Background: an optimization exercise with open tools, aiming at small area and a short achievable clock period. Do not read the settings as production practice.
At most, simulation tests tie the RTL to the original design; equivalence was not proved.
No activity file was given, so power comes from the tool's default toggle rates.

==> 05-27 <==
==> flow/design.v <==
module xgmii_crossbar_n #(
  parameter int NUM_PORTS = 4,
  parameter int CNT_W     = 16,
  localparam int IDX_W    = (NUM_PORTS > 2) ? $clog2(NUM_PORTS) : 1
) (
  input  logic                         clk,
  input  logic                         reset,
  input  logic [8*NUM_PORTS-1:0]       eth_in_xgmii_ctrl,
  input  logic [64*NUM_PORTS-1:0]      eth_in_xgmii_data,
  input  logic [IDX_W*NUM_PORTS-1:0]   route_map,
  output logic [8*NUM_PORTS-1:0]       eth_out_xgmii_ctrl,
  output logic [64*NUM_PORTS-1:0]      eth_out_xgmii_data,
  output logic [CNT_W*NUM_PORTS-1:0]   drop_cnt,
  output logic [CNT_W*NUM_PORTS-1:0]   err_cnt,
  output logic [NUM_PORTS-1:0]         fwd_state
);
  localparam int NP  = NUM_PORTS;
  localparam int CW  = IDX_W + 1;    
  logic [NP-1:0] sof, eof;
  for (genvar i = 0; i < NP; i++) begin : g_delim
    logic [7:0] fd;
    for (genvar k = 0; k < 8; k++) begin : g_lane
      assign fd[k] = eth_in_xgmii_ctrl[8*i+k] && (eth_in_xgmii_data[64*i+8*k +: 8] == 8'hFD);
    end
    assign sof[i] = eth_in_xgmii_ctrl[8*i] && (eth_in_xgmii_data[64*i +: 8] == 8'hFB);
    assign eof[i] = |fd;
  end
  logic [8*NP-1:0]  in_c_q;
  logic [64*NP-1:0] in_d_q;
  always_ff @(posedge clk) begin
    in_c_q <= eth_in_xgmii_ctrl;
    in_d_q <= eth_in_xgmii_data;
  end
  logic [NP-1:0]       fwd_q;             
  logic [NP*NP-1:0]    sel_q;             
  logic [NP-1:0]       idle_q, err_q;     
  logic [NP-1:0]       frc_q;             
  logic [IDX_W*NP-1:0] last_q;            
  logic [NP-1:0] drop_q, drop_d;
  logic [NP-1:0] busy, fresh, granted, lost;
  logic [NP*NP-1:0] gwin;                 
  for (genvar i = 0; i < NP; i++) begin : g_busy
    logic [NP-1:0] hit;
    for (genvar e = 0; e < NP; e++) begin : g_e
      assign hit[e] = fwd_q[e] && sel_q[NP*e+i];
    end
    assign busy[i] = |hit;
  end
  assign fresh = sof & ~drop_q;
  for (genvar e = 0; e < NP; e++) begin : g_egress
    logic [NP-1:0]    req, aim, win, sq;
    logic [IDX_W-1:0] lq, wi;
    logic [NP-1:0]    lhot;
    logic             found, eofw, sofs, eofs, err_inc;
    logic             fwd_d, idle_d, err_d;
    logic [NP-1:0]    sel_d;
    logic [IDX_W-1:0] last_d;
    logic [CNT_W-1:0] dcnt_q, ecnt_q;
    logic [2:0]       dlow;
    logic             dcy, dsat, dtop, dcye, einc;
    logic [CNT_W-1:0] dpre, epre, dpfx, epfx, dcnt_d, ecnt_d;
    assign lq = last_q[IDX_W*e +: IDX_W];
    assign sq = sel_q[NP*e +: NP];
    for (genvar i = 0; i < NP; i++) begin : g_req
      assign aim[i]  = fresh[i] && (route_map[IDX_W*i +: IDX_W] == IDX_W'(e));
      assign req[i]  = aim[i] && !busy[i];
      assign lhot[i] = (lq == IDX_W'(i));
    end
    for (genvar i = 0; i < NP; i++) begin : g_rr
      logic [NP-1:0] ok;
      for (genvar l = 0; l < NP; l++) begin : g_l
        logic [NP-1:0] blk;
        for (genvar j = 0; j < NP; j++) begin : g_j
          localparam int DJ = (j - l + NP) % NP;
          localparam int DI = (i - l + NP) % NP;
          localparam int DIW = (DI == 0) ? NP : DI;
          if (DJ > 0 && DJ < DIW) begin : g_b
            assign blk[j] = req[j];
          end else begin : g_n
            assign blk[j] = 1'b0;
          end
        end
        assign ok[l] = lhot[l] && !(|blk);
      end
      assign win[i] = req[i] && (|ok);
    end
    assign found = |req;
    assign eofw  = |(win & eof);
    assign sofs  = |(sq & sof);
    assign eofs  = |(sq & eof);
    always_comb begin
      wi = '0;
      for (int i = 0; i < NP; i++) if (win[i]) wi = wi | IDX_W'(i);
    end
    always_comb begin
      if (!fwd_q[e]) begin
        sel_d   = win;
        idle_d  = !found;
        err_d   = 1'b0;
        fwd_d   = found && !eofw;
        last_d  = found ? wi : lq;
        err_inc = 1'b0;
      end else begin
        sel_d   = sofs ? '0 : sq;
        idle_d  = 1'b0;
        err_d   = sofs;
        fwd_d   = !sofs && !eofs;
        last_d  = lq;
        err_inc = sofs;
      end
    end
    assign gwin[NP*e +: NP] = fwd_q[e] ? '0 : win;
    logic [NP+1:0] age;         
    logic [NP:0]   nge;         
    logic          g;
    logic [3:0]    chot;        
    logic [1:0]    m;           
    assign age = thresholds(aim);
    assign g = found && !fwd_q[e];
    always_comb begin
      for (int k = 0; k <= NP; k++) nge[k] = g ? age[k+1] : age[k];
    end
    assign m = count_mod4(nge);
    for (genvar v = 0; v < 4; v++) begin : g_chot
      assign chot[v] = (dcnt_q[1:0] == 2'(v));
    end
    assign dcy = (chot[0] && nge[4]) || (chot[1] && nge[3]) ||
                 (chot[2] && nge[2]) || (chot[3] && nge[1]);
    assign dlow[0] = dcnt_q[0] ^ m[0];
    assign dlow[1] = dcnt_q[1] ^ m[1] ^ (dcnt_q[0] & m[0]);
    assign dlow[2] = dcy;
    assign dpre = {dpfx[CNT_W-4:0], 3'b100};
    assign dpfx = prefix_and({2'b00, dcnt_q[CNT_W-1:2]});
    assign dtop = dpre[CNT_W-1] && dcnt_q[CNT_W-1];
    assign dsat = dcy && dtop;
    assign dcye = dcy && !dtop;
    always_comb begin
      dcnt_d[1:0] = dsat ? 2'b11 : dlow[1:0];
      for (int j = 2; j < CNT_W; j++) dcnt_d[j] = dcnt_q[j] ^ (dcye & dpre[j]);
    end
    assign epre = {epfx[CNT_W-2:0], 1'b1};
    assign epfx = prefix_and(ecnt_q);
    assign einc = err_inc && !(epre[CNT_W-1] && ecnt_q[CNT_W-1]);
    always_comb begin
      for (int j = 0; j < CNT_W; j++) ecnt_d[j] = ecnt_q[j] ^ (einc & epre[j]);
    end
    always_ff @(posedge clk or negedge reset) begin
      if (!reset) begin
        fwd_q[e]                 <= 1'b0;
        sel_q[NP*e +: NP]        <= '0;
        idle_q[e]                <= 1'b1;
        err_q[e]                 <= 1'b0;
        frc_q[e]                 <= 1'b1;
        last_q[IDX_W*e +: IDX_W] <= IDX_W'(NP - 1);
        dcnt_q <= '0;
        ecnt_q <= '0;
      end else begin
        fwd_q[e]                 <= fwd_d;
        sel_q[NP*e +: NP]        <= sel_d;
        idle_q[e]                <= idle_d;
        err_q[e]                 <= err_d;
        frc_q[e]                 <= idle_d || err_d;
        last_q[IDX_W*e +: IDX_W] <= last_d;
        dcnt_q <= dcnt_d;
        ecnt_q <= ecnt_d;
      end
    end
    for (genvar b = 0; b < 8; b++) begin : g_oc
      logic [NP-1:0] t;
      for (genvar i = 0; i < NP; i++) begin : g_i
        assign t[i] = sq[i] && in_c_q[8*i+b];
      end
      assign eth_out_xgmii_ctrl[8*e+b] = (|t) || frc_q[e];
    end
    for (genvar b = 0; b < 64; b++) begin : g_od
      logic [NP-1:0] t;
      for (genvar i = 0; i < NP; i++) begin : g_i
        assign t[i] = sq[i] && in_d_q[64*i+b];
      end
      if ((b % 8) == 0) begin : g_f0
        assign eth_out_xgmii_data[64*e+b] = (|t) || idle_q[e];
      end else if ((b % 8) < 3) begin : g_f12
        assign eth_out_xgmii_data[64*e+b] = (|t) || frc_q[e];
      end else begin : g_f37
        assign eth_out_xgmii_data[64*e+b] = (|t) || err_q[e];
      end
    end
    assign drop_cnt[CNT_W*e +: CNT_W] = dcnt_q;
    assign err_cnt[CNT_W*e +: CNT_W]  = ecnt_q;
    assign fwd_state[e] = fwd_q[e];
  end
  for (genvar i = 0; i < NP; i++) begin : g_grant
    logic [NP-1:0] hit;
    for (genvar e = 0; e < NP; e++) begin : g_e
      assign hit[e] = gwin[NP*e+i];
    end
    assign granted[i] = |hit;
  end
  assign lost   = fresh & ~granted;
  assign drop_d = (drop_q | lost) & ~eof;
  always_ff @(posedge clk or negedge reset) begin
    if (!reset) drop_q <= '0;
    else        drop_q <= drop_d;
  end
  function automatic logic [NP+1:0] thresholds(input logic [NP-1:0] x);
    logic [NP+1:0] a;
    a = '0;
    a[0] = 1'b1;
    for (int i = 0; i < NP; i++)
      for (int k = NP; k >= 1; k--) a[k] = a[k] | (a[k-1] & x[i]);
    thresholds = a;
  endfunction
  function automatic logic [1:0] count_mod4(input logic [NP:0] t);
    logic [1:0] r;
    r = 2'b00;
    for (int k = 1; k <= NP; k++)
      if (t[k] && !(k < NP && t[k+1])) r = 2'(k);
    count_mod4 = r;
  endfunction
  function automatic logic [CNT_W-1:0] prefix_and(input logic [CNT_W-1:0] x);
    logic [CNT_W-1:0] r;
    r[0] = x[0];
    for (int j = 1; j < CNT_W; j++) r[j] = r[j-1] & x[j];
    prefix_and = r;
  endfunction
endmodule
==> flow/flow/run.sh <==
#!/bin/bash
# Standard ORFS layout, with the port buffers made of plain buf_1 cells
# instead of the delay buffers buffer_ports picks by default.
set -euo pipefail
bash standard.sh "BUFFER_PORTS_ARGS=-buffer_cell sky130_fd_sc_hd__buf_1" finish > standard_flow.log 2>&1
==> flow/standard.sh <==
#!/bin/bash
# synth_recipe.tcl (not shown) runs the flow's synth.tcl, then flattens the netlist and writes it again
# the make line also repeats each setting of config.mk as NAME=value (left out here)
make -C /OpenROAD-flow-scripts/flow DESIGN_CONFIG=/design/flow/config.mk WORK_HOME=/design/flow/orfs CLKGATE_MAP_FILE= SYNTH_SCRIPT=/design/flow/synth_recipe.tcl "${@:-finish}"
==> flow/config.mk <==
export PLATFORM = sky130hd
export DESIGN_NAME = xgmii_crossbar_n
export DESIGN_NICKNAME = xgmii_crossbar_n
export VERILOG_FILES = /design/flow/design.v
export SDC_FILE = /design/flow/constraint.sdc
export NUM_CORES = 4
export LEC_CHECK = 0
export CAP_MARGIN = 20
export CORE_MARGIN = 2
export CORE_UTILIZATION = 35
export PLACE_DENSITY = 0.6
export SETUP_SLACK_MARGIN = 2.8
export SLEW_MARGIN = 20
==> flow/constraint.sdc <==
create_clock -name core_clock -period 6.6 [get_ports {clk}]
set_input_delay 1.3200 -clock core_clock [delete_from_list [all_inputs] [get_ports {clk}]]
set_output_delay 1.3200 -clock core_clock [all_outputs]
set_load 0.01 [all_outputs]
==> inputs of 04-02, as changes to 05-27 <==
--- a/flow/design.v
+++ b/flow/design.v
@@ -36,3 +36,2 @@
   logic [NP-1:0]       idle_q, err_q;     
-  logic [NP-1:0]       frc_q;             
   logic [IDX_W*NP-1:0] last_q;            
@@ -58,5 +57,4 @@
     logic [CNT_W-1:0] dcnt_q, ecnt_q;
-    logic [2:0]       dlow;
-    logic             dcy, dsat, dtop, dcye, einc;
-    logic [CNT_W-1:0] dpre, epre, dpfx, epfx, dcnt_d, ecnt_d;
+    logic [CW-1:0]    naim, inc;
+    logic [CNT_W:0]   dsum;
     assign lq = last_q[IDX_W*e +: IDX_W];
@@ -112,36 +110,8 @@
     assign gwin[NP*e +: NP] = fwd_q[e] ? '0 : win;
-    logic [NP+1:0] age;         
-    logic [NP:0]   nge;         
-    logic          g;
-    logic [3:0]    chot;        
-    logic [1:0]    m;           
-    assign age = thresholds(aim);
-    assign g = found && !fwd_q[e];
     always_comb begin
-      for (int k = 0; k <= NP; k++) nge[k] = g ? age[k+1] : age[k];
+      naim = '0;
+      for (int i = 0; i < NP; i++) naim = naim + CW'(aim[i]);
     end
-    assign m = count_mod4(nge);
-    for (genvar v = 0; v < 4; v++) begin : g_chot
-      assign chot[v] = (dcnt_q[1:0] == 2'(v));
-    end
-    assign dcy = (chot[0] && nge[4]) || (chot[1] && nge[3]) ||
-                 (chot[2] && nge[2]) || (chot[3] && nge[1]);
-    assign dlow[0] = dcnt_q[0] ^ m[0];
-    assign dlow[1] = dcnt_q[1] ^ m[1] ^ (dcnt_q[0] & m[0]);
-    assign dlow[2] = dcy;
-    assign dpre = {dpfx[CNT_W-4:0], 3'b100};
-    assign dpfx = prefix_and({2'b00, dcnt_q[CNT_W-1:2]});
-    assign dtop = dpre[CNT_W-1] && dcnt_q[CNT_W-1];
-    assign dsat = dcy && dtop;
-    assign dcye = dcy && !dtop;
-    always_comb begin
-      dcnt_d[1:0] = dsat ? 2'b11 : dlow[1:0];
-      for (int j = 2; j < CNT_W; j++) dcnt_d[j] = dcnt_q[j] ^ (dcye & dpre[j]);
-    end
-    assign epre = {epfx[CNT_W-2:0], 1'b1};
-    assign epfx = prefix_and(ecnt_q);
-    assign einc = err_inc && !(epre[CNT_W-1] && ecnt_q[CNT_W-1]);
-    always_comb begin
-      for (int j = 0; j < CNT_W; j++) ecnt_d[j] = ecnt_q[j] ^ (einc & epre[j]);
-    end
+    assign inc  = naim - CW'(found && !fwd_q[e]);
+    assign dsum = {1'b0, dcnt_q} + {{(CNT_W+1-CW){1'b0}}, inc};
     always_ff @(posedge clk or negedge reset) begin
@@ -152,3 +122,2 @@
         err_q[e]                 <= 1'b0;
-        frc_q[e]                 <= 1'b1;
         last_q[IDX_W*e +: IDX_W] <= IDX_W'(NP - 1);
@@ -161,6 +130,5 @@
         err_q[e]                 <= err_d;
-        frc_q[e]                 <= idle_d || err_d;
         last_q[IDX_W*e +: IDX_W] <= last_d;
-        dcnt_q <= dcnt_d;
-        ecnt_q <= ecnt_d;
+        dcnt_q <= dsum[CNT_W] ? {CNT_W{1'b1}} : dsum[CNT_W-1:0];
+        if (err_inc && !(&ecnt_q)) ecnt_q <= ecnt_q + 1'b1;
       end
@@ -172,3 +140,3 @@
       end
-      assign eth_out_xgmii_ctrl[8*e+b] = (|t) || frc_q[e];
+      assign eth_out_xgmii_ctrl[8*e+b] = (|t) || idle_q[e] || err_q[e];
     end
@@ -179,9 +147,4 @@
       end
-      if ((b % 8) == 0) begin : g_f0
-        assign eth_out_xgmii_data[64*e+b] = (|t) || idle_q[e];
-      end else if ((b % 8) < 3) begin : g_f12
-        assign eth_out_xgmii_data[64*e+b] = (|t) || frc_q[e];
-      end else begin : g_f37
-        assign eth_out_xgmii_data[64*e+b] = (|t) || err_q[e];
-      end
+      assign eth_out_xgmii_data[64*e+b] = (|t) || (idle_q[e] && ((b % 8) < 3)) ||
+                                          (err_q[e] && ((b % 8) >= 1));
     end
@@ -204,23 +167,2 @@
   end
-  function automatic logic [NP+1:0] thresholds(input logic [NP-1:0] x);
-    logic [NP+1:0] a;
-    a = '0;
-    a[0] = 1'b1;
-    for (int i = 0; i < NP; i++)
-      for (int k = NP; k >= 1; k--) a[k] = a[k] | (a[k-1] & x[i]);
-    thresholds = a;
-  endfunction
-  function automatic logic [1:0] count_mod4(input logic [NP:0] t);
-    logic [1:0] r;
-    r = 2'b00;
-    for (int k = 1; k <= NP; k++)
-      if (t[k] && !(k < NP && t[k+1])) r = 2'(k);
-    count_mod4 = r;
-  endfunction
-  function automatic logic [CNT_W-1:0] prefix_and(input logic [CNT_W-1:0] x);
-    logic [CNT_W-1:0] r;
-    r[0] = x[0];
-    for (int j = 1; j < CNT_W; j++) r[j] = r[j-1] & x[j];
-    prefix_and = r;
-  endfunction
 endmodule
==> flow/run.sh (new file) <==
#!/bin/bash
# synth_recipe.tcl (not shown) runs the flow's synth.tcl, then flattens the netlist and writes it again
# the make line also repeats each setting of config.mk as NAME=value (left out here)
make -C /OpenROAD-flow-scripts/flow DESIGN_CONFIG=/design/flow/config.mk WORK_HOME=/design/flow/orfs CLKGATE_MAP_FILE= SYNTH_SCRIPT=/design/flow/synth_recipe.tcl finish
--- a/flow/config.mk
+++ b/flow/config.mk
@@ -11,3 +11,2 @@
 export PLACE_DENSITY = 0.6
-export SETUP_SLACK_MARGIN = 2.8
 export SLEW_MARGIN = 20
removed: flow/flow/run.sh
removed: flow/standard.sh
==> comparison table <==
Skew final: 05-27 0.0120 ns; 04-02 0.0126 ns
Comb group: 05-27 259 uW; 04-02 442 uW
Fin area: 05-27 0.0291 mm^2; 04-02 0.0319 mm^2
RSZ-0062 raised after global routing: 05-27 true; 04-02 false
Part of the power in the clock network: 05-27 0.489; 04-02 0.481
Via count of the first global-routing pass: 05-27 24800; 04-02 24200
Adder-cell share of the synthesized area: 05-27 0.00871; 04-02 0.0247
Slack of the critical path: 05-27 2.76 ns; 04-02 0.626 ns
Hold path startpoint: 05-27 g_egress[3].ecnt_q[3]$_DFF_PN0_; 04-02 g_egress[0].ecnt_q[9]$_DFFE_PN0P_
Width of the die: 05-27 260 um; 04-02 254 um
Via count of the routed design: 05-27 27300; 04-02 25300
Most common cell after layout, fill and taps aside: 05-27 sky130_fd_sc_hd__buf_1; 04-02 sky130_fd_sc_hd__clkdlybuf4s50_1
DR iter-0 viols: 05-27 6048; 04-02 4454
Share of synthesized cell area in and, or, nand and nor gates: 05-27 0.194; 04-02 0.191
Reg2Reg Depth: 05-27 9; 04-02 18
CP max FO: 05-27 52; 04-02 13
Worst path required time: 05-27 5.28 ns; 04-02 7.10 ns
CP startpoint kind: 05-27 flip-flop; 04-02 primary input
Routing usage on met3: 05-27 0.113; 04-02 0.138
Number of library cell types mapped by synthesis: 05-27 95; 04-02 77
Met1 Resource Use GR: 05-27 0.437; 04-02 0.469
Number of placed instances with taps included: 05-27 4002; 04-02 3864
Total routing usage reported by global routing: 05-27 0.360; 04-02 0.375
Result of the run: 05-27 complete, no violations; 04-02 complete, no violations
Clk Latency, worst-skew pair: 05-27 0.60 ns; 04-02 0.62 ns
For 04-02, only the layout was checked, not whether the RTL still works.

-- afterwards: timing with drivers on the ports --
How much do the figures lean on ideal ports? The routed layouts below were timed once more, with nothing changed but the port constraints. Step 1, drivers: a clkbuf_16 drives clk and a buf_2 each remaining input, both assumed. Step 2 moves the port delays by t, midway between the first and last clock arrival at a register: inputs arrive t later, outputs are due t later. That takes back most of the time a late clock gives input paths. Three values: ideal, step 1, step 2; two values: the first two.
run | t (ns) | setup slack, ns | worst setup path at the end | worst slew at a driven data input, ns | pins driven straight from the clock port
05-27 | 0.671 | 2.763 / 2.701 / 2.169 | input to register | 0.24 | 1
04-02 | 0.673 | 0.626 / 0.656 / -0.017 | input to register | 0.17 | 1
Met with ideal ports but missed after step 2: setup timing in 04-02. For 04-02, which loses most, drivers alone change the setup slack by +0.030 ns; drivers and shift together by -0.643 ns.
